From an optimization exercise on the open Yosys and OpenROAD flow, aimed at small area; shortcuts taken in it are not production practice. In this exercise RTL edits were held to simulation tests only and were not proved equivalent to the original. Power and IR drop assume default switching activity.

==> flow/design.v <==
`timescale 1ns/10ps
`default_nettype none
module lidar_scan_top (
    input  logic        clk,
    input  logic        TxD_reset,
    input  logic        serial_in,
    output logic        result_valid,
    output logic [15:0] min_angle,
    output logic [15:0] max_angle,
    output logic [15:0] obs_alert
);
    localparam logic [9:0] BT_T    = 10'h12D;
    localparam logic [9:0] BT_HALF = 10'h238;
    localparam logic [9:0] BT_FULL = 10'h239;
    localparam logic [3:0] U_IDLE  = 4'b0000;
    localparam logic [3:0] U_START = 4'b0001;
    localparam logic [3:0] U_STOP  = 4'b0010;
    logic       rx_meta;
    logic       rx_sync;
    logic [3:0] ust;
    logic [9:0] bt;
    logic       tick;
    logic       u_data;
    logic [7:0] bb;
    logic       pend;
    assign tick   = (ust != U_IDLE) && (bt == BT_T);
    assign u_data = ust[3];
    always_ff @(posedge clk) begin
        if (TxD_reset) begin
            rx_meta <= 1'b1;
            rx_sync <= 1'b1;
        end else begin
            rx_meta <= serial_in;
            rx_sync <= rx_meta;
        end
    end
    always_ff @(posedge clk) begin
        if (((ust == U_IDLE) && !rx_sync) || tick) begin
            bt <= {BT_HALF[9:1], tick};
        end else begin
            bt <= {bt[8:0], bt[9] ^ bt[2]};
        end
    end
    always_ff @(posedge clk) begin
        if (TxD_reset) begin
            ust <= U_IDLE;
        end else if (ust == U_IDLE) begin
            if (!rx_sync) ust <= U_START;
        end else if (tick) begin
            if (ust[3]) ust <= (ust[2:0] == 3'd7) ? U_STOP : {1'b1, ust[2:0] + 3'd1};
            else ust <= (ust[0] && !rx_sync) ? 4'b1000 : U_IDLE;
        end
    end
    localparam logic [4:0] S_CT     = 5'b00_000;
    localparam logic [4:0] S_SL     = 5'b00_101;
    localparam logic [4:0] S_HUNT_A = 5'b01_000;
    localparam logic [4:0] S_HUNT_B = 5'b01_001;
    localparam logic [4:0] S_F1_0   = 5'b11_000;
    localparam logic [2:0] F_LDD = 3'd0;    
    localparam logic [2:0] F_FL  = 3'd1;
    localparam logic [2:0] F_FH  = 3'd2;
    localparam logic [2:0] F_LL  = 3'd3;
    localparam logic [2:0] F_LH  = 3'd4;
    localparam logic [2:0] F_SL  = 3'd5;
    localparam logic [2:0] F_P1  = 3'd6;
    localparam logic [2:0] F_P2  = 3'd7;
    localparam logic [1:0] C_F1   = 2'd0;
    localparam logic [1:0] C_F2   = 2'd1;
    localparam logic [1:0] C_ADD  = 2'd3;
    localparam logic [1:0] C_DONE = 2'd2;    
    logic [3:0] ph;
    logic [4:0] st;
    logic ph0;
    logic ph15;
    logic lo_half;
    logic take;
    logic frame;
    logic calc;
    logic which;
    logic [1:0] cs;
    assign ph0     = (ph == 4'd0);
    assign ph15    = (ph == 4'd15);
    assign lo_half = !ph[3];
    assign take    = pend && ph15 && !st[4];
    assign frame   = (st[4:3] == 2'b10);
    assign calc    = (st[4:3] == 2'b11);
    assign which   = st[2];
    assign cs      = st[1:0];
    logic [15:0] fsa_r;
    logic [15:0] span_r;
    logic [15:0] min_r;
    logic [15:0] max_r;
    logic [15:0] alrt_r;
    logic [7:0]  d_r;
    logic [7:0]  idx_r;
    logic [7:0]  mnx_r;
    logic [7:0]  mxx_r;
    logic [7:0]  lo_r;
    logic ta, tb, tc, td, te, tf;
    logic s;
    logic op_ldd, op_fl, op_fh, op_ll, op_lh, op_sl, op_p1, op_p2;
    logic op_f1, op_f2, op_add;
    assign op_ldd  = frame && (st[2:0] == F_LDD);
    assign op_fl   = frame && (st[2:0] == F_FL);
    assign op_fh   = frame && (st[2:0] == F_FH);
    assign op_ll   = frame && (st[2:0] == F_LL);
    assign op_lh   = frame && (st[2:0] == F_LH);
    assign op_sl   = frame && (st[2:0] == F_SL);
    assign op_p1   = frame && (st[2:0] == F_P1);
    assign op_p2   = frame && (st[2:0] == F_P2);
    assign op_f1   = calc && (cs == C_F1);
    assign op_f2   = calc && (cs == C_F2);
    assign op_add  = calc && (cs == C_ADD);
    always_ff @(posedge clk) begin
        if (frame || (tick && u_data)) begin
            bb <= {frame ? bb[0] : rx_sync, bb[7:1]};
        end
    end
    always_ff @(posedge clk) begin
        if (TxD_reset) begin
            ph <= 4'd0;
        end else begin
            ph <= ph + 4'd1;
        end
    end
    always_ff @(posedge clk) begin
        if (TxD_reset) begin
            pend <= 1'b0;
        end else if (tick && (ust == U_STOP) && rx_sync) begin
            pend <= 1'b1;
        end else if (take) begin
            pend <= 1'b0;
        end
    end
    logic [4:0] st_nx;
    always_comb begin
        st_nx = st;
        case (st[4:3])
            2'b00: st_nx = (st[2:0] == 3'd0 && bb[7:1] == 7'd0) ? S_HUNT_A : {2'b10, st[2:0]};
            2'b01: begin
                if (st[0]) st_nx = (bb == 8'hAA) ? S_CT : S_HUNT_A;
                else st_nx = (bb == 8'h55) ? S_HUNT_B : S_HUNT_A;
            end
            2'b10: begin
                if (st[2:0] == F_P2) st_nx = te ? S_F1_0 : S_SL;    
                else st_nx = {st[2:1] == 2'b11, 1'b0, st[2:0] + 3'd1};
            end
            default: begin
                case (cs)
                    C_F1:   st_nx = {st[4:2], C_F2};
                    C_F2:   st_nx = {st[4:2], last ? C_ADD : C_F1};
                    C_ADD:  st_nx = {st[4:3], 1'b1, which ? C_DONE : C_F1};
                    default: st_nx = S_HUNT_A;
                endcase
            end
        endcase
    end
    always_ff @(posedge clk) begin
        if (TxD_reset) begin
            st <= S_HUNT_A;
        end else if (ph15 && (st[4] || pend)) begin
            st <= st_nx;
        end
    end
    assign result_valid = (st == {2'b11, 1'b1, C_DONE}) && ph0;
    assign min_angle    = min_r;
    assign max_angle    = max_r;
    assign obs_alert    = alrt_r;
    logic smp;
    assign smp = ph[3] ? bb[0] : lo_r[0];
    logic q0, i0;
    logic m_lo, m_sh;
    logic r_prev, si, xk, cx, d1k, d2k, b1i, b2i;
    logic dg0, dg1, selk, bwi, dk, cqi;
    logic ci;
    assign q0     = which ? max_r[0] : min_r[0];
    assign i0     = which ? mxx_r[0] : mnx_r[0];
    assign m_lo   = !ph[3];
    assign m_sh   = (ph != 4'd0) && (!ph[3] || ph == 4'd8);
    assign r_prev = (op_f1 ? lo_r[7] : td) && m_sh;
    assign si     = s && i0 && m_lo;
    assign cx     = ph0 ? 1'b0 : ta;
    assign xk     = r_prev ^ si ^ cx;
    assign d1k    = d_r[0] && m_lo;
    assign d2k    = d_r[7] && m_sh;
    assign b1i    = ph0 ? 1'b0 : tb;
    assign b2i    = ph0 ? 1'b0 : tc;
    assign dg1    = !tc;
    assign dg0    = tc && !tb;
    assign selk   = dg1 ? d2k : (dg0 && d1k);
    assign bwi    = ph0 ? 1'b0 : te;
    assign dk     = ph0 ? dg0 : ((ph == 4'd1) && dg1);
    assign cqi    = ph0 ? 1'b0 : tf;
    assign ci     = ph0 ? (op_ldd || op_sl) : ta;
    logic dbin, last;
    assign dbin   = (ph == 4'd8) || ta;
    assign last   = dbin && !idx_r[0];
    function automatic logic bor(input logic a, input logic b, input logic c);
        bor = (!a && b) || (!(a ^ b) && c);
    endfunction
    function automatic logic maj(input logic a, input logic b, input logic c);
        maj = (a && b) || (a && c) || (b && c);
    endfunction
    logic q_in;
    always_comb begin
        q_in = q0;
        if (op_f1) q_in = ph0 ? 1'b0 : td;
        else if (op_f2) q_in = q0 ^ dk ^ cqi;
        else if (op_add) q_in = q0 ^ fsa_r[0] ^ ci;
    end
    logic fsa_in, span_in, min_in, max_in, alrt_in, d_in, idx_in, mnx_in, mxx_in, lo_in;
    logic upd_min;
    assign upd_min = tc && ta;
    always_comb begin
        fsa_in = fsa_r[0];
        if ((op_fl && lo_half) || (op_fh && !lo_half)) fsa_in = bb[0];
        span_in = span_r[0];
        if ((op_ll && lo_half) || (op_lh && !lo_half)) span_in = bb[0] ^ fsa_r[0] ^ ci;
        else if (op_f1) span_in = ph0 ? span_r[15] : te;
        min_in = min_r[0];
        if (op_ldd) min_in = 1'b1;
        else if (op_p2 && upd_min) min_in = smp;
        else if (calc && !which) min_in = q_in;
        max_in = max_r[0];
        if (op_ldd) max_in = 1'b0;
        else if (op_p2 && tb) max_in = smp;
        else if (calc && which) max_in = q_in;
        mnx_in = mnx_r[0];
        if (op_ldd) mnx_in = 1'b0;
        else if (op_p2 && upd_min) mnx_in = idx_r[0];
        mxx_in = mxx_r[0];
        if (op_ldd) mxx_in = 1'b0;
        else if (op_p2 && tb) mxx_in = idx_r[0];
        alrt_in = alrt_r[0];
        if (op_ldd) alrt_in = 1'b0;
        else if (op_p2 && tc && !tf) alrt_in = ph15 ? !td : alrt_r[1];
        idx_in = idx_r[0];
        if (op_ldd) idx_in = 1'b1;
        else if (op_sl && lo_half) idx_in = idx_r[0] ^ ci;
        else if ((op_p2 && te && !lo_half) || op_add) idx_in = !ph[2];
        else if (op_f2 && !lo_half) idx_in = idx_r[0] ^ dbin;
        d_in = d_r[0];
        if (op_ldd && lo_half) d_in = bb[0] ^ ci;
        lo_in = lo_r[0];
        if (op_sl) lo_in = bb[0];
        else if (op_p2 || op_add) lo_in = 1'b0;
        else if (op_f2 && m_lo) lo_in = xk ^ selk ^ bwi;
    end
    always_ff @(posedge clk) begin
        fsa_r  <= {fsa_in,  fsa_r[15:1]};
        span_r <= {span_in, span_r[15:1]};
        min_r  <= {min_in,  min_r[15:1]};
        max_r  <= {max_in,  max_r[15:1]};
        alrt_r <= {alrt_in, alrt_r[15:1]};
        d_r    <= {d_in,    d_r[7:1]};
        idx_r  <= {idx_in,  idx_r[7:1]};
        mnx_r  <= {mnx_in,  mnx_r[7:1]};
        mxx_r  <= {mxx_in,  mxx_r[7:1]};
        lo_r   <= {lo_in,   lo_r[7:1]};
    end
    always_ff @(posedge clk) begin
        if (op_ldd) begin
            ta <= ci && !bb[0];
        end else if (op_sl) begin
            ta <= ci && idx_r[0];
        end else if ((op_ll && lo_half) || (op_lh && !lo_half)) begin
            ta <= bor(bb[0], fsa_r[0], ci);
        end else if (op_add) begin
            ta <= maj(q0, fsa_r[0], ci);
        end else if (op_f2 && !lo_half) begin
            ta <= last;
        end else if (op_f1 || op_f2) begin
            ta <= maj(r_prev, si, cx);
        end else if (op_p1) begin
            ta <= (smp != min_r[0]) ? min_r[0] : (!ph0 && ta);
        end
        if (op_f1) begin
            tb <= bor(xk, d1k, b1i);
            tc <= bor(xk, d2k, b2i);
        end else if (op_p1) begin
            tb <= (smp != max_r[0]) ? smp : (!ph0 && tb);
            tc <= (!ph0 && tc) || smp;
        end
        if (op_f1) begin
            td <= q0;
        end else if (op_f2) begin
            td <= lo_r[0];
        end else if (op_p1) begin
            td <= (!ph0 && td) || (smp && ph >= 4'd10);
        end
        if (op_f1) begin
            te <= span_r[0];
        end
        if (op_f2) begin
            te <= bor(xk, selk, bwi);
            tf <= maj(q0, dk, cqi);
        end else if (op_p1) begin
            te <= (ph0 || te) && (ph[3] || (idx_r[0] == d_r[0]));
            tf <= (!ph0 && tf) || (idx_r[0] && ph[3:2] == 2'b01);
        end
        if ((op_p2 || op_f2 || op_add) && ph15) s <= span_r[0];
    end
endmodule
`default_nettype wire
==> flow/flow/run.sh <==
#!/bin/bash
# Layout flow: the standard.sh (ORFS) in three parts.
#  1. the standard synthesis, unchanged, up to the Yosys netlist;
#  2. flow/remap.sh maps that netlist's combinational logic again with an
#     area-oriented ABC script; every flip-flop keeps its instance name, its
#     cell and its connections;
#  3. the rest of the standard flow on that netlist, with two changes: the
#     port buffers come from the smallest buffer cell (buf_1), and clock tree
#     synthesis adds no dummy loads.
# Each tool's output goes to a log file of its own in this folder.
set -euo pipefail
export BUFFER_PORTS_ARGS="-buffer_cell sky130_fd_sc_hd__buf_1"
export CTS_ARGS="-sink_clustering_enable -repair_clock_nets -buf_list sky130_fd_sc_hd__clkbuf_8 -dont_use_dummy_load"
R="$PWD/orfs/results/${FLOW_PLATFORM:-sky130hd}/lidar_scan_top/base"
bash standard.sh "$R/1_2_yosys.v" > standard_synth.log 2>&1
cp "$R/1_2_yosys.v" "$R/1_2_yosys_standard.v"
bash flow/remap.sh "$R/1_2_yosys_standard.v" "$R/1_2_yosys.v" > remap.log 2>&1
touch "$R/1_2_yosys.v"
bash standard.sh > standard_flow.log 2>&1
==> flow/flow/abc_area.script <==
strash; &get -n; &st; &dc2; &dch -f; &nf -R 1000 -a; &put
==> flow/flow/comb_models.py <==
# usage: comb_models.py ALLCELLS.v OUT.v
# Keeps the combinational cell models (no always block, no reg) of a
# Verilog dump of the liberty file, for techmap.
import re, sys
t = open(sys.argv[1]).read()
mods = re.findall(r'(module\s+(\w+)\s*\((.*?)\);(.*?)endmodule)', t, re.S)
keep = [m[0] for m in mods if 'always' not in m[3] and not re.search(r'\breg\b', m[3])]
open(sys.argv[2], 'w').write('\n\n'.join(keep) + '\n')
==> flow/flow/remap.sh <==
#!/bin/bash
# usage: remap.sh IN.v OUT.v
# Maps the combinational cells of a mapped sky130hd netlist again with
# flow/abc_area.script.  Sequential cells are read as black boxes, so every
# flip-flop keeps its instance name, cell type and connections.
set -euo pipefail
IN=$1; OUT=$2
HERE=$(cd "$(dirname "$0")" && pwd)
PLAT=${FLOW_HOME:-/OpenROAD-flow-scripts/flow}/platforms/sky130hd
LIB=$PLAT/lib/sky130_fd_sc_hd__tt_025C_1v80.lib
W=$PWD/remap_work
mkdir -p "$W"
# functional models of the library's combinational cells
yosys -q -l "$W/models.log" -p "read_liberty -ignore_miss_func $LIB; write_verilog -noattr $W/allcells.v"
python3 "$HERE/comb_models.py" "$W/allcells.v" "$W/cells_comb.v"
# the platform's don't-use cells stay unused
DU=""
for c in $(sed -n '/^export DONT_USE_CELLS/,/^#/p' "$PLAT/config.mk" | grep -oE 'sky130_fd_sc_hd__[a-z0-9_]+'); do
  DU="$DU -dont_use $c"
done
TOP=${FLOW_TOP:-lidar_scan_top}
cat > "$W/remap.ys" <<EOS
read_liberty -lib $LIB
read_verilog $IN
hierarchy -top $TOP
techmap -map $W/cells_comb.v
techmap
opt -fast
opt_clean
abc -script $HERE/abc_area.script -liberty $LIB $DU
opt_clean -purge
hilomap -singleton -hicell sky130_fd_sc_hd__conb_1 HI -locell sky130_fd_sc_hd__conb_1 LO
insbuf -buf sky130_fd_sc_hd__buf_4 A X
opt_clean -purge
check -assert -mapped
tee -o $W/stat.txt stat -liberty $LIB
write_verilog -noattr -noexpr -nohex -nodec $OUT
EOS
yosys -l "$W/remap_yosys.log" -s "$W/remap.ys" > /dev/null
==> flow/standard.sh <==
#!/bin/bash
# synth_recipe.tcl (not shown) runs the flow's synth.tcl, then flattens the netlist and writes it again
# the make line also repeats each setting of config.mk as NAME=value (left out here)
make -C /OpenROAD-flow-scripts/flow DESIGN_CONFIG=/design/flow/config.mk WORK_HOME=/design/flow/orfs CLKGATE_MAP_FILE= SYNTH_SCRIPT=/design/flow/synth_recipe.tcl "${@:-finish}"
==> flow/config.mk <==
export PLATFORM = sky130hd
export DESIGN_NAME = lidar_scan_top
export DESIGN_NICKNAME = lidar_scan_top
export VERILOG_FILES = /design/flow/design.v
export SDC_FILE = /design/flow/constraint.sdc
export NUM_CORES = 4
export LEC_CHECK = 0
export CAP_MARGIN = 20
export CORE_MARGIN = 2
export CORE_UTILIZATION = 85
export PLACE_DENSITY = 0.92
export SLEW_MARGIN = 20
==> flow/constraint.sdc <==
create_clock -name core_clock -period 10.0 [get_ports {clk}]
set_input_delay 2.0000 -clock core_clock [delete_from_list [all_inputs] [get_ports {clk}]]
set_output_delay 2.0000 -clock core_clock [all_outputs]
set_load 0.01 [all_outputs]
==> notes.md, run 1 <==
# port buffers 51; Hold Buf Count CTS 0; Die Wd 79.3 um; Failed at global routing; clock tree buffer depth 2; H-tree Lvls 4; outcome stopped before the end; area of the mapped netlist 0.00482 mm^2; Clock Tree Root clkbuf_8; Post-Syn Nets 426; chip height 79.3 um; Rows 27; gp weighted congestion 1.11; Post-CTS Setup Bufs 0; Final HPWL DP 10.4 mm; Synth warnings 1; initial core utilization between 80% and 90%; post-cts sizing count 0; Boundary Pins 52; pin count of the biggest net entering global routing 18; CTS Buf Count 17; Mapped Cells 423; GR Util All Layers 73.1%; Post-Place Setup Slack 6.00 ns; total global routing overflow 18; synthesized area per cell 11.4 um^2; Error [ERROR GRT-0232] Routing congestion too high. Check the congestion heatmap in the GUI.
## power by group through the flow
stage / logic [mW] / registers (mW) / clock network, mW
after floorplan: 0.0377 / 0.719 / 0
after global placement: 0.0465 / 0.724 / 0
after detailed placement: 0.0572 / 0.728 / 0
after CTS: 0.0627 / 0.717 / 0.352
## worst max path at each step
stage	startpoint	end	slack, ns	cells after the start
3_3_place_gp	ph[3]$_SDFF_PP0_	result_valid	6.35	4
2_1_floorplan	ph[0]$_SDFF_PP0_	result_valid	6.60	3
3_5_place_dp	ph[3]$_SDFF_PP0_	result_valid	6.00	4
4_1_cts	ph[3]$_SDFF_PP0_	result_valid	5.37	4
## metrics by stage
step                std cells  hold WS, ns  util (%)  power [mW]  area [um^2]
floorplan                 423        0.310         -       0.757         4820
detailed placement        546        0.312      92.7       0.786         5100
CTS                       563        0.312      97.0        1.13         5340
global placement          546        0.309      92.7       0.770         5100
## per-layer routing
| metal | overflow | global-route usage [%] |
|---|---|---|
| met5 | 0 | 13.6 |
| met4 | 15 | 77.8 |
| met3 | 0 | 52.7 |
| met2 | 3 | 90.6 |
| met1 | 0 | 73.9 |
==> run 2, diff against run 1 <==
--- a/flow/config.mk
+++ b/flow/config.mk
@@ -8,5 +8,5 @@
 export CAP_MARGIN = 20
 export CORE_MARGIN = 2
-export CORE_UTILIZATION = 85
-export PLACE_DENSITY = 0.92
+export CORE_UTILIZATION = 70
+export PLACE_DENSITY = 0.78
 export SLEW_MARGIN = 20
==> notes.md, run 2 <==
initial antenna violation count 1; Post-Route WL between 10 and 15 mm; pin count of the biggest net entering global routing 18; H-tree Lvls 4 (unchanged); layout net count 496; TNS Setup 0 ns; gp weighted congestion 1.04 (-6.9%); Max FO, Critical Path 16; crit start category flip-flop; via count 3639; Die ar. 0.00757 mm^2; Final HPWL DP 7.69 mm (-26%); final hold violation count 0; Post-Syn Nets 426 (unchanged); setup violators final 0; clock tree buffer depth 2 (unchanged); first-pass GRT wire length 18.1 mm; R2R Setup Slk between 6 and 7 ns; commonest non-fill, non-tap cells in the layout dfxtp_1 (145), buf_1 (51), nand2_1 (41); Mapped Cells 423 (unchanged); DRT met1 WL 4.36 mm; CTS Buf Count 17 (unchanged); Boundary Pins 52 (unchanged); fraction of layout cells with a size suffix above 1 3.46%; top sig layer met4; total global routing overflow 0; # port buffers 51 (unchanged); Rows 30 (+11%); Vias/cell between 6 and 7; Tmin final 4.32 ns; Clock Tree Root clkbuf_8; RSZ-0062 raised after global routing no; Setup crit end kind output port; First-pass DRT Iterations 6; TritonCTS clock tree built; Synth warnings 1 (unchanged); worst hold-check path type reg2reg; filler cell count roughly 380; Slew Limit Fails 0; crit share post-route 43.2%; Core ar. 0.00672 mm^2; most common cell after layout, fill and taps aside dfxtp_1; GR Util All Layers 32.6%; clk sinks 161; hold_ws 0.309 ns; Post-Route Skew between 0.02 and 0.03 ns; n_diodes 0; max_cap viols 0; Hold Buf Count CTS 0 (unchanged); final core occ 79.6%; setup ws final 5.68 ns; WS Path Type reg2out; clk slew on worst S/H paths 0.08 ns; area of the multi-input gates roughly 0.0014 mm^2; clock latency (worst-skew pair) approximately 0.44 ns; Arr. time, crit path roughly 2.3 ns; post-route ant nets 0; fmax between 0.2 and 0.25 GHz; DRT iter0 DRCs 366; post-cts sizing count 0 (unchanged); area of the mapped netlist 0.00482 mm^2 (unchanged); WP data required 8.00 ns; Post-Place Setup Slack 6.18 ns (+0.181 ns); Layout area overhead 10.9%; register area 0.00338 mm^2; P_leak 1.97 nW; initial core utilization 71.8% (-16 points); met2 routed WL 5.63 mm; WL/cell 20.3 um; Met3 Wirelength 1.07 mm; Post-CTS Setup Bufs 0 (unchanged); synthesized area per cell 11.4 um^2 (unchanged); total DRC errors in the routed layout 0; vias in the first global route 3558; Die Wd 87.0 um (+9.7%); Worst Max-Slew Pin Slew 0.911 ns; Rel. slew slack 38.7%; VDD IR max 0.000145 V; outcome finished clean; chip height 87.0 um (+9.7%); PwrDens between 200 and 250 mW/mm^2
-- run 2: power breakdown --
group	switching (mW)	internal (mW)
Combinational	0.0314	0.0221
Clock	0.190	0.150
Sequential	0.0236	0.691
Total	0.245	0.863
-- run 2: final timing paths --
check / startpoint / endpoint / depth (start not counted)
worst max-delay path: ph[3]$_SDFF_PP0_ / result_valid / 4
worst min-delay path: span_r[13]$_DFF_P_ / span_r[12]$_DFF_P_ / 0
worst max register to register: st[4]$_SDFFE_PP0P_ / lo_r[7]$_DFF_P_ / 10
worst min register to register: span_r[13]$_DFF_P_ / span_r[12]$_DFF_P_ / 0
-- run 2: final cells by class --
class | instances | share of cell area [%]
clock buffers | 17 | 4.37
inverters | 5 | 0.351
multi-input cells | 257 | 26.6
flip-flops and latches | 161 | 63.3
well taps | 80 | 1.87
repair buffers | 51 | 3.58
-- run 2: metrics by stage --
step	power (mW)	cells	area, um^2
4_1_cts	1.11	571	5350
2_1_floorplan	0.757	423	4820
3_3_place_gp	0.773	554	5110
5_1_grt	1.14	571	5350
3_5_place_dp	0.779	554	5110
6_report	1.11	571	5350
-- run 2: critical path, stage by stage (launching register included) --
cell and delay (ns):
dfxtp_1 0.70, clkinv_1 0.45, nand2_1 0.47, nor3_1 0.13
buf_1 0.15
-- run 2: metal layers --
| layer | global-route usage (%) | up-vias |
|---|---|---|
| met5 | 0 | - |
| met4 | 16.3 | 0 |
| met3 | 10.9 | 53 |
| met2 | 52.5 | 271 |
| met1 | 39.0 | 1674 |
| li1 | - | 1641 |
==> run 3, diff against run 2 <==
==> flow/flow/abc_area.script (replaced) <==
strash; &get -n; &st; &deepsyn -I 1 -T 60; &dch -f; &nf -R 1000 -a; &put; strash; &get -n; &st; &deepsyn -I 1 -T 60; &dch -f; &nf -R 1000 -a; &put
--- a/flow/flow/remap.sh
+++ b/flow/flow/remap.sh
@@ -2,5 +2,6 @@
 # usage: remap.sh IN.v OUT.v
 # Maps the combinational cells of a mapped sky130hd netlist again with
-# flow/abc_area.script.  Sequential cells are read as black boxes, so every
+# flow/abc_area.script (time-limited deep AIG synthesis, then area-recovery
+# mapping).  Sequential cells are read as black boxes, so every
 # flip-flop keeps its instance name, cell type and connections.
 set -euo pipefail
==> notes.md, run 3 <==
outcome finished clean; worst hold-check path type reg2reg; Boundary Pins 52 (unchanged); TNS Setup 0 ns (unchanged); initial antenna violation count 0 (-1); synthesized area per cell 11.9 um^2 (+4.2%); post-route ant nets 0 (unchanged); Die Wd 86.3 um (-0.81%); placement-stage cell area 0.00504 mm^2 (-1.5%); Arr. time, crit path 2.11 ns (-0.21 ns); Hold Buf Count CTS 0 (unchanged); RSZ-0062 raised after global routing no; via count 3309 (-9.1%); Clock Tree Root clkbuf_8; WP data required 8.00 ns (about the same); setup violators final 0 (unchanged); Post-Route Skew 0.0286 ns (-0.000712 ns); clk slew on worst S/H paths 0.07 ns (about the same); Die ar. 0.00745 mm^2 (-1.6%); Synth warnings 1 (unchanged); WS Path Type reg2out; Post-CTS Setup Bufs 0 (unchanged); layout net count 473 (-4.6%); Rel. slew slack 47.8% (+9.1 points); Max FO, Critical Path 14 (-2); Core ar. 0.00646 mm^2 (-3.9%); clk sinks 161 (unchanged); setup ws final 5.89 ns (+0.212 ns); GR Util All Layers 30.3% (-2.3 points); Setup crit end kind output port; # port buffers 51 (unchanged); final hold violation count 0 (unchanged); Post-Syn Nets 402 (-5.6%); filler cell count 383 (unchanged); fmax 0.243 GHz (+5.2%); fin cells 545 (-4.6%); Worst Max-Slew Pin Slew 0.774 ns (-0.137 ns); PwrDens 214 mW/mm^2 (+3.1%); H-tree Lvls 4 (unchanged); hold_ws 0.311 ns (+0.00160 ns); most common cell after layout, fill and taps aside dfxtp_1; gp weighted congestion 0.938 (-9.5%); WL/cell 19.5 um (-4.1%); total DRC errors in the routed layout 0 (unchanged); Final HPWL DP 7.54 mm (-2.0%); first-pass GRT wire length 16.6 mm (-8.1%); n_diodes 0 (unchanged); Mapped Cells 399 (-5.7%); fin area 0.00527 mm^2 (-1.5%); fraction of layout cells with a size suffix above 1 3.85% (+0.38 points); Tmin final 4.11 ns (-0.212 ns); Total Power 1.13 mW (+1.6%); Rows 29 (-3.3%); chip height 86.3 um (-0.81%); hold depth 0 (unchanged); Slew Limit Fails 0 (unchanged); area of the mapped netlist 0.00474 mm^2 (-1.7%); commonest non-fill, non-tap cells in the layout dfxtp_1 (145), buf_1 (51), nor2_1 (40); post-cts sizing count 0 (unchanged); clock tree buffer depth 2 (unchanged); total global routing overflow 0 (unchanged); CTS Buf Count 17 (unchanged); final core occ 81.6% (+2.0 points); vias in the first global route 3289 (-7.6%); First-pass DRT Iterations 8 (+2); Vias/cell 6.07 (-4.7%); FF-to-FF path depth 6 (-4); max_cap viols 0 (unchanged); TritonCTS clock tree built; DRT iter0 DRCs 319 (-13%); pin count of the biggest net entering global routing 23 (+5); Post-Place Setup Slack 6.39 ns (+0.212 ns); initial core utilization 73.4% (+1.6 points); Post-Route WL 10.6 mm (-8.4%); clock latency (worst-skew pair) 0.44 ns (about the same); DP Cell Count 528 (-4.7%); VDD IR max 0.000181 V (+25%); P_leak 1.99 nW (+0.88%); crit share post-route 41.1% (-2.1 points); Layout area overhead 11.2%; crit start category flip-flop
==> run 3: worst max-delay path: stages (launching register included) <==
cell	delay, ns
dfxtp_1	0.36
nor3_1	0.42
nand2b_1	0.41
nor3_1	0.32
buf_1	0.18
==> run 3: path summary, 6_finish.rpt <==
kind	startpoint	to	slack (ns)
hold reg to reg	mxx_r[4]$_DFF_P_	mxx_r[3]$_DFF_P_	0.31
setup / recovery	ph[0]$_SDFF_PP0_	result_valid	5.89
setup reg to reg	ph[3]$_SDFF_PP0_	te$_DFFE_PP_	7.04
hold / removal	mxx_r[4]$_DFF_P_	mxx_r[3]$_DFF_P_	0.31
==> run 3: cell type report <==
cell class / instances / area (um^2) / share of cell area [%]
flip-flops and latches: 161 / 3380 / 64.2
well taps: 77 / 96.3 / 1.83
clock buffers: 17 / 234 / 4.44
multi-input cells: 237 / 1360 / 25.7
inverters: 1 / 3.75 / 0.0712
repair buffers: 52 / 199 / 3.77
==> run 3: metal layers <==
layer  share of wire, %  vias up  global-route usage, %
met2                 49      180                   51.5
met4                4.2        0                   12.9
met3                7.5       42                   9.71
met5                  0        -                      0
li1                   -     1544                      -
met1                 39     1543                   35.5
==> run 3: where the power goes <==
| group | switching, mW | internal (mW) | leakage (nW) |
|---|---|---|---|
| registers | 0.0244 | 0.696 | 1.33 |
| logic | 0.0387 | 0.0278 | 0.539 |
| clock network | 0.189 | 0.150 | 0.122 |
| total | 0.252 | 0.874 | 1.99 |
==> run 4, diff against run 3 <==
--- a/flow/design.v
+++ b/flow/design.v
@@ -52,17 +52,17 @@
         end
     end
-    localparam logic [4:0] S_CT     = 5'b00_000;
-    localparam logic [4:0] S_SL     = 5'b00_101;
+    localparam logic [4:0] S_CT     = 5'b00_001;
+    localparam logic [4:0] S_SL     = 5'b00_110;
     localparam logic [4:0] S_HUNT_A = 5'b01_000;
     localparam logic [4:0] S_HUNT_B = 5'b01_001;
     localparam logic [4:0] S_F1_0   = 5'b11_000;
-    localparam logic [2:0] F_LDD = 3'd0;    
-    localparam logic [2:0] F_FL  = 3'd1;
-    localparam logic [2:0] F_FH  = 3'd2;
-    localparam logic [2:0] F_LL  = 3'd3;
-    localparam logic [2:0] F_LH  = 3'd4;
-    localparam logic [2:0] F_SL  = 3'd5;
-    localparam logic [2:0] F_P1  = 3'd6;
-    localparam logic [2:0] F_P2  = 3'd7;
+    localparam logic [2:0] F_LDD = 3'b001;    
+    localparam logic [2:0] F_FL  = 3'b010;
+    localparam logic [2:0] F_FH  = 3'b101;
+    localparam logic [2:0] F_LL  = 3'b011;
+    localparam logic [2:0] F_LH  = 3'b111;
+    localparam logic [2:0] F_SL  = 3'b110;
+    localparam logic [2:0] F_P1  = 3'b100;
+    localparam logic [2:0] F_P2  = 3'b000;
     localparam logic [1:0] C_F1   = 2'd0;
     localparam logic [1:0] C_F2   = 2'd1;
@@ -137,5 +137,5 @@
         st_nx = st;
         case (st[4:3])
-            2'b00: st_nx = (st[2:0] == 3'd0 && bb[7:1] == 7'd0) ? S_HUNT_A : {2'b10, st[2:0]};
+            2'b00: st_nx = (st[2:0] == F_LDD && bb[7:1] == 7'd0) ? S_HUNT_A : {2'b10, st[2:0]};
             2'b01: begin
                 if (st[0]) st_nx = (bb == 8'hAA) ? S_CT : S_HUNT_A;
@@ -144,5 +144,6 @@
             2'b10: begin
                 if (st[2:0] == F_P2) st_nx = te ? S_F1_0 : S_SL;    
-                else st_nx = {st[2:1] == 2'b11, 1'b0, st[2:0] + 3'd1};
+                else if (st[2:0] == F_P1) st_nx = {2'b10, F_P2};
+                else st_nx = {2'b00, st[1:0], st[2] ^ st[1]};
             end
             default: begin
==> notes.md, run 4 <==
Boundary Pins 52 (unchanged); Post-Syn Nets 408 (+1.5%); TNS Setup 0 ns (unchanged); PwrDens 204 mW/mm^2 (-4.7%); vias in the first global route 3346 (+1.7%); P_int 0.840 mW (-3.8%); final core occ 81.8% (+0.15 points); via count 3445 (+4.1%); placement-stage cell area 0.00502 mm^2 (-0.40%); CTS Buf Count 17 (unchanged); sequential power share 64.4% (+0.4 points); total DRC errors in the routed layout 0 (unchanged); clock tree buffer depth 2 (unchanged); Worst Max-Slew Pin Slew 0.907 ns (+0.133 ns); post-cts sizing count 0 (unchanged); Die ar. 0.00742 mm^2 (-0.41%); Post-CTS Setup Bufs 0 (unchanged); fin cells 551 (+1.1%); Vias/cell 6.25 (+3.0%); Arr. time, crit path 2.12 ns (about the same); Setup crit end kind output port; outcome finished clean; Mapped Cells 405 (+1.5%); P_leak 1.95 nW (-2.0%); crit start category flip-flop; Rows 29 (unchanged); Clock Tree Root clkbuf_8; gp weighted congestion 0.949 (+1.2%); post-route ant nets 0 (unchanged); clk sinks 161 (unchanged); critical path's slowest cell dfxtp_1; WS Path Type reg2out; fraction of layout cells with a size suffix above 1 3.80% (-0.049 points); commonest non-fill, non-tap cells in the layout dfxtp_1 (145), buf_1 (51), nor2_1 (36); CP Cell Sequence clkinv_1 -> nand2_1 -> nor3_1 -> buf_1; VDD IR max 0.000199 V (+9.7%); Post-Route WL 11.2 mm (+5.4%); initial core utilization 73.5% (+0.10 points); Die Wd 86.1 um (-0.20%); n_diodes 0 (unchanged); Post-Route Skew 0.0275 ns (-0.00116 ns); WP data required 8.00 ns (about the same); fin area 0.00525 mm^2 (-0.38%); RSZ-0062 raised after global routing no; WL/cell 20.3 um (+4.2%); initial antenna violation count 0 (unchanged); Layout area overhead 11.2% (about the same); area of the mapped netlist 0.00472 mm^2 (-0.42%); final hold violation count 0 (unchanged); DRT iter0 DRCs 468 (+47%); worst path bufs/invs 2 (+1); H-tree Lvls 4 (unchanged); Tmin final 4.12 ns (+0.00842 ns); CP max stage delay 0.66 ns (+0.24 ns); setup ws final 5.88 ns (-0.00842 ns); Rel. slew slack 38.7% (-9.2 points); pin count of the biggest net entering global routing 18 (-22%); sw frac 21.4% (-0.99 points); First-pass DRT Iterations 7 (-1); # port buffers 51 (unchanged); Slew Limit Fails 0 (unchanged); GR Util All Layers 32.5% (+2.1 points); DP Cell Count 534 (+1.1%); synthesized area per cell 11.7 um^2 (-1.9%); clock share of power 31.8% (+1.7 points); setup violators final 0 (unchanged); Hold Buf Count CTS 0 (unchanged); Gate power share 3.8% (-2.1 points); Core ar. 0.00642 mm^2 (-0.56%); chip height 86.1 um (-0.20%); Final HPWL DP 7.40 mm (-1.9%); layout net count 479 (+1.3%); Max FO, Critical Path 15 (+1); CP delay by family, top flip-flops; P_sw 0.229 mW (-9.2%); fmax 0.243 GHz (-0.20%); total global routing overflow 0 (unchanged); max_cap viols 0 (unchanged); most common cell after layout, fill and taps aside dfxtp_1; clk slew on worst S/H paths 0.07 ns (about the same); first-pass GRT wire length 17.7 mm (+6.9%); crit share post-route 41.2% (+0.084 points); worst hold-check path type reg2reg; Post-Place Setup Slack 6.40 ns (+0.00780 ns); TritonCTS clock tree built; Synth warnings 1 (unchanged); clock latency (worst-skew pair) 0.45 ns (about the same)
run 4: changes by cell type in the layout (fill, tap and decap cells not counted), sizes merged, moves of 3 or more:
cell,before,now
nor3,18,13
or3,1,6
o21ai,16,25
nor2,40,36
a21oi,19,35
nor4b,0,3
clkinv,1,9
nand2b,10,3
a21o,5,1
run 4: cell type report:
cell class | instances | area (um^2)
Sequential cell | 161 | 3380
Multi-Input combinational cell | 235 | 1310
Fill cell | 354 | 1170
Clock buffer | 17 | 234
Timing Repair Buffer | 52 | 199
Tap cell | 77 | 96.3
Inverter | 9 | 33.8
run 4: final timing paths:
kind / from / endpoint / slack [ns] / cells after the start
hold / removal: span_r[3]$_DFF_P_ / span_r[2]$_DFF_P_ / 0.31 / 0
hold reg to reg: span_r[3]$_DFF_P_ / span_r[2]$_DFF_P_ / 0.31 / 0
setup reg to reg: ph[3]$_SDFF_PP0_ / te$_DFFE_PP_ / 6.87 / 9
setup / recovery: ph[3]$_SDFF_PP0_ / result_valid / 5.88 / 4
run 4: power groups by stage:
stage | clock network, mW | registers, mW | logic (mW)
after floorplan | 0 | 0.697 | 0.0288
after global placement | 0 | 0.700 | 0.0370
after detailed placement | 0 | 0.702 | 0.0391
after CTS | 0.342 | 0.688 | 0.0399
after global routing | 0.371 | 0.691 | 0.0451
final | 0.340 | 0.689 | 0.0406
run 4: routing by layer:
layer,global-route usage (%),up-vias,routed length [um]
met5,0,-,0
met4,16.9,0,505
met3,9.91,48,871
met2,53.6,224,5580
met1,38.1,1618,4220
li1,-,1555,-
run 4: metrics by stage:
step / hold slack [ns] / total power [mW]
after floorplan: 0.310 / 0.726
after global placement: 0.310 / 0.737
after detailed placement: 0.312 / 0.741
after CTS: 0.311 / 1.07
after global routing: 0.312 / 1.11
final: 0.315 / 1.07
==> run 5, diff against run 4 <==
--- a/flow/design.v
+++ b/flow/design.v
@@ -24,5 +24,5 @@
     logic [7:0] bb;
     logic       pend;
-    assign tick   = (ust != U_IDLE) && (bt == BT_T);
+    assign tick   = (bt == BT_T);
     assign u_data = ust[3];
     always_ff @(posedge clk) begin
@@ -36,5 +36,5 @@
     end
     always_ff @(posedge clk) begin
-        if (((ust == U_IDLE) && !rx_sync) || tick) begin
+        if ((ust == U_IDLE) || tick) begin
             bt <= {BT_HALF[9:1], tick};
         end else begin
==> notes.md, run 5 <==
outcome finished clean; initial core utilization 71.1% (-2.4 points); Mapped Cells 404 (-0.25%); # port buffers 51 (unchanged); area of the mapped netlist 0.00475 mm^2 (+0.64%); clock tree buffer depth 2 (unchanged); fmax 0.253 GHz (+4.1%); GR Util All Layers 27.7% (-4.7 points); TNS Setup 0 ns (unchanged); Layout area overhead 11.5%; Crit. Startpoint ph[2]$_SDFF_PP0_; Rows 30 (+3.4%); min-delay src mnx_r[4]$_DFF_P_; setup ws final 6.04 ns (+0.163 ns); Core ar. 0.00668 mm^2 (+4.0%); max_cap viols 0 (unchanged); n_diodes 0 (unchanged); post-route ant nets 0 (unchanged); hold_ws 0.308 ns (-0.00680 ns); post-cts sizing count 0 (unchanged); initial antenna violation count 0 (unchanged); total DRC errors in the routed layout 0 (unchanged); chip height 86.4 um (+0.31%); Post-Syn Nets 407 (-0.25%); Boundary Pins 52 (unchanged); Worst Max-Slew Pin Slew 1.02 ns (+0.112 ns); Synth warnings 1 (unchanged); WP data required 8.00 ns (about the same); vias in the first global route 3110 (-7.1%); Post-CTS Setup Bufs 0 (unchanged); fraction of layout cells with a size suffix above 1 4.22% (+0.42 points); VDD IR max 0.000156 V (-21%); first-pass GRT wire length 15.3 mm (-14%); via count 3348 (-2.8%); filler cell count 409 (+16%); Rel. slew slack 31.5% (-7.2 points); Post-Place Setup Slack 6.50 ns (+0.0990 ns); clk sinks 161 (unchanged); DRT iter0 DRCs 206 (-56%); FF-to-FF path depth 9 (unchanged); placement-stage cell area 0.00506 mm^2 (+0.82%); setup violators final 0 (unchanged); Critical R2R Capture te$_DFFE_PP_; pin count of the biggest net entering global routing 22 (+4); R2R Setup Slk 6.66 ns (-0.21 ns); fin area 0.00530 mm^2 (+0.91%); hold depth 0 (unchanged); Setup crit end kind output port; final hold violation count 0 (unchanged); RSZ-0062 raised after global routing no; Hold Buf Count CTS 0 (unchanged); Post-Route WL 9.84 mm (-12%); Final HPWL DP 6.97 mm (-5.9%); Worst Hold End mnx_r[3]$_DFF_P_; PwrDens 201 mW/mm^2 (-1.1%); layout net count 479 (unchanged); total global routing overflow 0 (unchanged); Clock Tree Root clkbuf_8; crit start category flip-flop; most common cell after layout, fill and taps aside dfxtp_1; CTS Buf Count 17 (unchanged); worst hold-check path type reg2reg; gp weighted congestion 0.955 (+0.60%); Tmin final 3.96 ns (-0.163 ns); clock latency (worst-skew pair) 0.44 ns (about the same); Die ar. 0.00746 mm^2 (+0.62%); Die Wd 86.4 um (+0.31%); commonest non-fill, non-tap cells in the layout dfxtp_1 (145), buf_1 (51), nor2_1 (35); synthesized area per cell 11.8 um^2 (+0.89%); TritonCTS clock tree built; First-pass DRT Iterations 6 (-1); crit share post-route 39.6% (-1.6 points); P_leak 1.96 nW (+0.64%); WL/cell 17.8 um (-12%); Post-Route Skew 0.0273 ns (-0.000174 ns); RR Startpoint st[4]$_SDFFE_PP0P_; H-tree Lvls 4 (unchanged); Max FO, Critical Path 8 (-7); WS Path Type reg2out; Vias/cell 6.04 (-3.3%); Arr. time, crit path 1.96 ns (-0.16 ns); clk slew on worst S/H paths 0.08 ns (about the same); Slew Limit Fails 0 (unchanged)
## run 5: changes by cell type in the layout (fill, tap and decap cells not counted), sizes merged, moves of 5 or more
cell	change
a21oi	-17
mux2i	+6
or3	-5
nor4	+5
nor3	-5
## run 5: area by class of cell
type | count | area, um^2 | share of cell area [%]
Sequential cell | 161 | 3380 | 63.8
Multi-Input combinational cell | 236 | 1350 | 25.5
Clock buffer | 17 | 234 | 4.42
Timing Repair Buffer | 53 | 206 | 3.90
Tap cell | 80 | 100 | 1.89
Inverter | 7 | 26.3 | 0.496
## run 5: layer usage
layer / track usage, % / share of wire [%] / wire length, um / vias up
li1: - / - / - / 1565
met1: 34.4 / 41 / 4050 / 1581
met2: 45.6 / 50 / 4900 / 170
met3: 8.67 / 6.4 / 629 / 32
met4: 10.5 / 2.6 / 259 / 0
met5: 0 / 0 / 0 / -
## run 5: stage by stage
stage | utilization (%) | power (mW) | instances
finish | 79.3 | 1.07 | 554
global route | 79.3 | 1.11 | 554
CTS | 79.2 | 1.07 | 554
detailed placement | 75.7 | 0.746 | 537
global placement | 75.7 | 0.742 | 537
floorplan | - | 0.727 | 404
## run 5: worst max-delay path by stage
stage,end,depth (start not counted)
6_report,result_valid,4
3_5_place_dp,result_valid,4
2_1_floorplan,result_valid,3
5_1_grt,result_valid,4
3_3_place_gp,result_valid,4
4_1_cts,result_valid,4
## run 5: critical path, cell delays in order (launching register included)
cell	delay [ns]
dfxtp_1	0.37
nor3_1	0.37
nand2b_1	0.28
nor4_1	0.32
buf_1	0.20
## run 5: report_power, final
part	switching, mW	leakage [nW]	internal, mW
combinational	0.0279	0.519	0.0204
sequential	0.0149	1.32	0.671
clock	0.183	0.122	0.150
total	0.226	1.96	0.841

## re-timing with driven ports
Ports are ideal in the flow. The routed layouts listed here were re-timed in OpenROAD. Step 1 sets driving cells, clkbuf_16 on the clock port and buf_2 on the other inputs (assumed; they add their load-dependent delay and slew). Step 2, shift: input delay + t, output delay - t, t = (earliest + latest rising clock arrival at the registers) / 2. This alone moves slack from input paths to output paths. Slacks: ideal / step 1 / step 2; pairs: ideal / step 1.
run	shift t [ns]	slack for setup (ns)	hold slack, ns	clock arrival spread, ns	slew at the worst register clock pin (ns)
run 2	0.461	5.676 / 5.644 / 6.105	0.309 / 0.309 / 0.309	0.030 / 0.030	0.09 / 0.09
run 3	0.456	5.888 / 5.858 / 6.314	0.311 / 0.311 / 0.311	0.029 / 0.029	0.08 / 0.08
run 4	0.465	5.880 / 5.848 / 6.313	0.315 / 0.315 / 0.315	0.031 / 0.030	0.09 / 0.09
run 5	0.454	6.043 / 6.011 / 6.465	0.308 / 0.308 / 0.308	0.028 / 0.028	0.08 / 0.08
After both steps setup and hold are still met in every run listed.
